This design comes from an exercise in tuning for small area and a short achievable clock period on the open sky130 flow, not from production work.
Only the layout flow was run in this run; the RTL was not checked for function there.
Power figures rest on the tool's default switching activity, not on a simulated workload.

===== design.v =====
`timescale 1ns/1ns
module hub75_soc (
    input  logic        core_clk,
    input  logic        arst_n,
    input  logic [31:0] host_addr,
    input  logic [31:0] host_wdata,
    input  logic [3:0]  host_wmask,
    input  logic        host_wen,
    input  logic        host_ren,
    output logic [31:0] host_rdata,
    output logic        host_done,
    output logic        panel_r0,
    output logic        panel_g0,
    output logic        panel_b0,
    output logic        panel_r1,
    output logic        panel_g1,
    output logic        panel_b1,
    output logic        panel_row_a,
    output logic        panel_row_b,
    output logic        panel_row_c,
    output logic        panel_row_d,
    output logic        panel_row_e,
    output logic        panel_clk,
    output logic        panel_stb,
    output logic        panel_oe,
    output logic        led
);
    localparam int WORDS = 128;
    logic       mem_hit;
    logic       pp_hit;
    logic [6:0] idx;
    assign mem_hit = ~|host_addr[31:9];
    assign pp_hit  = host_addr[31:2] == 30'h0004_0000;
    assign idx     = host_addr[8:2];
    logic [WORDS-1:0] sel;
    always_comb begin
        for (int w = 0; w < WORDS; w++) sel[w] = idx == 7'(w);
    end
    logic [3:0] lane_we;
    assign lane_we = host_wmask & {4{host_wen & mem_hit}};
    logic [31:0] word_q [WORDS];
    for (genvar w = 0; w < WORDS; w++) begin : g_word
        for (genvar l = 0; l < 4; l++) begin : g_lane
            always_ff @(posedge core_clk) begin
                if (sel[w] && lane_we[l]) word_q[w][l*8 +: 8] <= host_wdata[l*8 +: 8];
            end
        end
    end
    logic [31:1] pp_q;
    logic        pp0_n;
    logic [31:0] pp_val;
    assign pp_val = {pp_q, ~pp0_n};
    always_ff @(posedge core_clk or negedge arst_n) begin
        if (!arst_n) begin
            pp0_n <= 1'b1;
        end else if (host_wen && pp_hit && host_wmask[0]) begin
            pp0_n <= ~host_wdata[0];
        end
    end
    always_ff @(posedge core_clk or negedge arst_n) begin
        if (!arst_n) begin
            pp_q <= '0;
        end else if (host_wen && pp_hit) begin
            if (host_wmask[0]) pp_q[7:1]   <= host_wdata[7:1];
            if (host_wmask[1]) pp_q[15:8]  <= host_wdata[15:8];
            if (host_wmask[2]) pp_q[23:16] <= host_wdata[23:16];
            if (host_wmask[3]) pp_q[31:24] <= host_wdata[31:24];
        end
    end
    localparam int GROUPS = (WORDS + 2) / 3;
    logic [3*GROUPS-1:0] rd_sel;
    logic [31:0]         rd_in [3*GROUPS];
    logic [GROUPS-1:0]   rd_grp_n [32];
    logic [31:0]         mem_rd;
    logic [31:0]         rdata_d;
    logic [31:0]         rdata_q;
    always_comb begin
        rd_sel = '0;
        rd_sel[WORDS-1:0] = sel;
        for (int i = 0; i < 3*GROUPS; i++) rd_in[i] = '0;
        for (int w = 0; w < WORDS; w++) rd_in[w] = word_q[w];
    end
    for (genvar b = 0; b < 32; b++) begin : g_rbit
        for (genvar g = 0; g < GROUPS; g++) begin : g_grp
            ao222_n u_ao (
                .a0 (rd_in[3*g][b]),   .s0 (rd_sel[3*g]),
                .a1 (rd_in[3*g+1][b]), .s1 (rd_sel[3*g+1]),
                .a2 (rd_in[3*g+2][b]), .s2 (rd_sel[3*g+2]),
                .y  (rd_grp_n[b][g])
            );
        end
        assign mem_rd[b] = ~&rd_grp_n[b];
    end
    assign rdata_d = (mem_rd & {32{mem_hit}}) | (pp_val & {32{pp_hit}});
    always_ff @(posedge core_clk) begin
        rdata_q <= rdata_d;
    end
    logic done_q;
    always_ff @(posedge core_clk or negedge arst_n) begin
        if (!arst_n) done_q <= 1'b0;
        else         done_q <= host_ren | host_wen;
    end
    assign host_rdata  = rdata_q;
    assign host_done   = done_q;
    assign panel_r0    = pp_q[8];
    assign panel_r1    = pp_q[9];
    assign panel_g0    = pp_q[10];
    assign panel_g1    = pp_q[11];
    assign panel_b0    = pp_q[12];
    assign panel_b1    = pp_q[13];
    assign panel_row_a = pp_q[16];
    assign panel_row_b = pp_q[17];
    assign panel_row_c = pp_q[18];
    assign panel_row_d = pp_q[19];
    assign panel_row_e = pp_q[20];
    assign panel_stb   = pp_q[21];
    assign panel_oe    = pp_q[22];
    assign panel_clk   = pp_q[24];
    assign led         = pp0_n;
endmodule
module ao222_n (
    input  logic a0,
    input  logic s0,
    input  logic a1,
    input  logic s1,
    input  logic a2,
    input  logic s2,
    output logic y
);
    assign y = ~((a0 & s0) | (a1 & s1) | (a2 & s2));
endmodule

===== run.sh =====
#!/bin/bash
# synth_recipe.tcl (not shown) runs the flow's synth.tcl, then flattens the netlist and writes it again
# the make line also repeats each setting of config.mk as NAME=value (left out here)
make -C /OpenROAD-flow-scripts/flow DESIGN_CONFIG=/design/flow/config.mk WORK_HOME=/design/flow/orfs CLKGATE_MAP_FILE= SYNTH_SCRIPT=/design/flow/synth_recipe.tcl finish

===== config.mk =====
export PLATFORM = sky130hd
export DESIGN_NAME = hub75_soc
export DESIGN_NICKNAME = hub75_soc
export VERILOG_FILES = /design/flow/design.v
export SDC_FILE = /design/flow/constraint.sdc
export NUM_CORES = 4
export LEC_CHECK = 0
export CAP_MARGIN = 20
export CORE_MARGIN = 2
export CORE_UTILIZATION = 50
export CTS_CLUSTER_DIAMETER = 80
export CTS_CLUSTER_SIZE = 25
export SETUP_SLACK_MARGIN = 2.6
export SLEW_MARGIN = 20
export SYNTH_HIERARCHICAL = 1
export SYNTH_MEMORY_MAX_BITS = 16384
export SYNTH_MINIMUM_KEEP_SIZE = 0

===== constraint.sdc =====
create_clock -name core_clock -period 5.0 [get_ports {core_clk}]
set_input_delay 1.0000 -clock core_clock [delete_from_list [all_inputs] [get_ports {core_clk}]]
set_output_delay 1.0000 -clock core_clock [all_outputs]
set_load 0.01 [all_outputs]

==> summary.txt <==
==> sequential cells by signal (all words and copies together) (netlist names) <==
| signal | cells |
|---|---|
| pp0_n | 1 |
| rdata_q | 32 |
| pp_q | 31 |
| done_q | 1 |
| word_q | 4096 |
==> power groups by stage <==
stage,sequential [mW],clock (mW),combinational (mW)
finish,38.2,17.9,2.03
global route,38.2,19.1,2.07
CTS,38.2,18.0,1.95
detailed placement,39.0,0,1.77
global placement,39.0,0,1.72
floorplan,39.0,0,0.286
==> worst paths after layout <==
check	end	slack (ns)
max	rdata_q[14]	1.70
min	pp_q[8]	0.18
max reg2reg	rdata_q[13]	2.43
min reg2reg	rdata_q[7]	0.49
max in group asynchronous	pp_q[20]	4.20
min in group core_clock	word_q[81][24]	0.36
==> cell families (layout without fill, tap and decap cells) <==
group                  count (synthesis)  after routing  synth area share [%]
AND/OR/NAND/NOR                     1176           1176                 3.939
other                                  1             71              0.002573
buffers and inverters                208           1927                0.7718
multiplexers                          32             32                0.2464
AO/OA/AOI/OAI                       1408           1408                 9.642
flip-flops                          4161           4161                 85.40
==> stage by stage <==
step / worst slack, ns / hold WS [ns] / TNS (ns)
floorplan: 1.780 / 0.4435 / 0
global placement: -0.3985 / 0.4526 / -7.074
detailed placement: -0.4125 / 0.4580 / -8.315
CTS: 1.858 / 0.1491 / 0
global route: 1.712 / 0.2061 / 0
finish: 1.696 / 0.1810 / 0
==> metal layers <==
layer / part of all wire (%) / wire [µm] / GRT usage [%]
met2: 47 / 212400 / 46.97
met4: 5.0 / 22560 / 11.56
met3: 11 / 48430 / 4.516
met5: 0 / 0 / 0
met1: 37 / 167500 / 41.27
==> cell usage after synthesis (2+ instances only) <==
cell type | count | share of area (%)
edfxtp_1 | 4096 | 84
a222oi_1 | 1376 | 9.5
nor2_1 | 524 | 1.3
nand4_1 | 320 | 1.4
nand2_1 | 132 | 0.34
inv_1 | 129 | 0.33
nor4_1 | 68 | 0.29
buf_6 | 40 | 0.31
nor3_1 | 38 | 0.13
and3_1 | 35 | 0.15
dfrtp_1 | 32 | 0.55
dfxtp_1 | 32 | 0.44
nand3_1 | 32 | 0.11
o2bb2ai_1 | 32 | 0.19
mux2_2 | 31 | 0.24
clkbuf_1 | 17 | 0.044
buf_2 | 14 | 0.048
buf_4 | 7 | 0.036
and2_1 | 5 | 0.021
nand2b_1 | 4 | 0.017
nand4_4 | 4 | 0.058
nand4b_1 | 4 | 0.024
nor3b_1 | 2 | 0.010
==> area by class of cell <==
cell class | count | area share, %
Antenna cell | 7 | 0.009836
Multi-Input combinational cell | 2680 | 14.02
Clock buffer | 254 | 2.949
Tap cell | 3900 | 2.740
Timing Repair inverter | 6 | 0.02389
Clock inverter | 21 | 0.1110
Inverter | 129 | 0.4033
Sequential cell | 4161 | 69.94
Timing Repair Buffer | 1517 | 9.806
==> what timing repair did <==
action | CTS | global route
hold buffers | 0 | 0
setup endpoints to repair | 4192 | 3844
gates resized for setup | 1483 | 331
cloned | 56 | 14
endpoints found under the hold margin | 0 | 0
buffers inserted | 278 | 73
pin swaps | 339 | 184
==> modules after synthesis, one instance, submodules excluded <==
| module | flip-flops and latches | cell area [µm²] | times used | cells inside |
|---|---|---|---|---|
| ao222_n | 0 | 10.01 | 1376 | 1 |
| hub75_soc | 4161 | 132000 | 1 | 5610 |
==> cell usage in the layout (no fill, tap or decap), types with 27 or more instances in the layout <==
cell type / count
nor2_1: 70
a222oi_1: 1376
buf_12: 245
edfxtp_1: 4096
nand3_1: 32
dfrtp_1: 27
clkbuf_1: 50
nor4_4: 34
mux2_2: 31
inv_1: 55
buf_4: 775
nor2_4: 397
buf_8: 33
nor2_2: 57
conb_1: 64
nand2_1: 74
buf_6: 355
clkbuf_16: 212
nand4_1: 320
buf_16: 53
nand2_2: 29
clkinvlp_4: 63
==> impl_metrics.csv <==
group,metric,value,unit
power_and_ir_drop,ir_drop,0.0003907,V
synth,async_flop_share,0.7931,%
sta,fmax,302.7,MHz
sta,slew_headroom,24.88,%
routing,drt_iter0_markers,17030,
global_routing,grt_usage,29.50,%
setup_path,cp.depth,16,
power_and_ir_drop,pwr-share-comb,3.5,%
clock_tree,cts.clk_slew.worst_paths,0.10,ns
setup_path,crit_path_max_incr_delay,0.49,ns
cells_and_area,seq_area,0.1246,mm²
cells_and_area,areaGrowthSynthToFinish,22.19,%
clock_tree,cts_root_buf,"clkbuf_16",
clock_tree,cts.sinks,4161,
sta,rsz0062_at_grt,"true",
global_routing,grt_pass1_vias,81290,
synth,synth-edff-count,4096,
cells_and_area,nFillCells,20330,
place,place_area,0.1615,mm²
setup_path,cp_max_fo,5,
routing,dr_total_vias,85300,
hold_path,hold_class,"primary input to asynchronous set/reset pin",
synth,syn_area_per_cell,20.86,µm²
power_and_ir_drop,power.total,58.11,mW
flow_run,cap_violations,0,
sta,worst_pin_slew,1.127,ns
clock_tree,cts-buffers-inserted,193,
power_and_ir_drop,p_leak,56.34,nW
floorplan,core_region_area,0.2906,mm²
setup_path,end_kind,"register",
setup_path,path_class,"primary input to register",
floorplan,die_width,543.9,µm
setup_path,crit_buf_inv,8,
clock_tree,cts_buffer_depth,4,
synth,ys.flop_type,"edfxtp_1",
floorplan,dieArea,0.2958,mm²
cells_and_area,fin_util,61.29,%
sta,slew_viol_final,0,
setup_path,cp-start-kind,"primary input",
synth,yosysUniqueCellTypes,35,
routing,dr.pass1.iters,13,
setup_path,path_delay_family,"simple AND/OR/NAND/NOR gates",
cells_and_area,drive_gt1_share,28.67,%
synth,ys_ff_latch,4161,
place,dpl.hpwl,283.6,mm
global_routing,grt_max_degree,130,
power_and_ir_drop,power.share.sequential,65.8,%
place,dp_cells,11970,
global_routing,grt_pass1_wl,614.6,mm
routing,drtAntennaViolNets,0,
global_routing,grt_overflow_total,0,
floorplan,rows,198,
clock_tree,cts_max_level,4,
sta,setup_viol,0,
cells_and_area,fin_nets,8760,
global_routing,antenna_found_initial,15,
routing,routed_wl,450.8,mm
sta,fin_skew,0.05724,ns
power_and_ir_drop,p_sw,11.81,mW
setup_path,rr_startpoint,"word_q[63][13]",
setup_path,crit_path_cell_trace,"buf_6 -> buf_8 -> buf_8 -> nand2b_4 -> nor2_4 -> nand2_4 -> buf_6 -> clkinvlp_4 -> buf_12 -> a222oi_1 -> buf_4 -> nand4_1 -> buf_4 -> nor4_4 -> and3_1 -> o2bb2ai_1",
setup_path,reg2reg_depth,6,
floorplan,floorplan.initialDensity,50.15,%
place,io_buffers,117,
synth,syn_inst,6986,
synth,yosys_warnings,12,
power_and_ir_drop,p_clk_share,30.7,%
setup_path,slowest_stage,"nor4_4",
floorplan,die_h,543.9,µm
cells_and_area,stdcell_count,12680,
setup_path,cp.required,5.79,ns
sta,period_share,66.08,%
synth,synth_area,0.1457,mm²
power_and_ir_drop,powerDensity,326.3,mW/mm²
setup_path,critical_path_arrival,4.09,ns
sta,finalCriticalPeriod,3.304,ns
clock_tree,tritoncts,"done",
sta,hold_viol,0,
power_and_ir_drop,p_sw_share,20.33,%
clock_tree,insertion_delay,0.93,ns
place,gp_congestion,0.9211,
setup_path,crit_start,"host_addr[5]",
status,outcome,"complete, no violations",
routing,drc_errors,0,
floorplan,num_io_pins,120,
cells_and_area,multi_input_area,0.02496,mm²
cells_and_area,fin_area,0.1781,mm²
synth,synth-seq-area-share,85.40,%
routing,avgRoutedWirePerCell,35.57,µm
power_and_ir_drop,p_int,46.30,mW
routing,vias_per_cell,6.730,

re-timing with driven ports:
Ports are ideal in the flow. The routed layout listed here was re-timed in OpenROAD.
Step 1 assumes that a clkbuf_16 drives the clock port and a buf_2 every other input.
Step 2 adds t to the input delays and takes it off the output delays; t is the mean of the earliest and latest rising clock arrival at the registers after step 1. Input paths then give back, and output paths get back, about the clock's delay inside the block.
Three values: ideal, step 1, step 2; two values: the first two.
shift t [ns]: 1.006
setup WS [ns]: 1.696 / 1.688 / 0.682
worst data-port slew with drivers (ns): 0.17
After both steps this run still meets setup and hold. For this run, drivers alone change the setup slack by -0.008 ns; drivers and shift together by -1.014 ns.
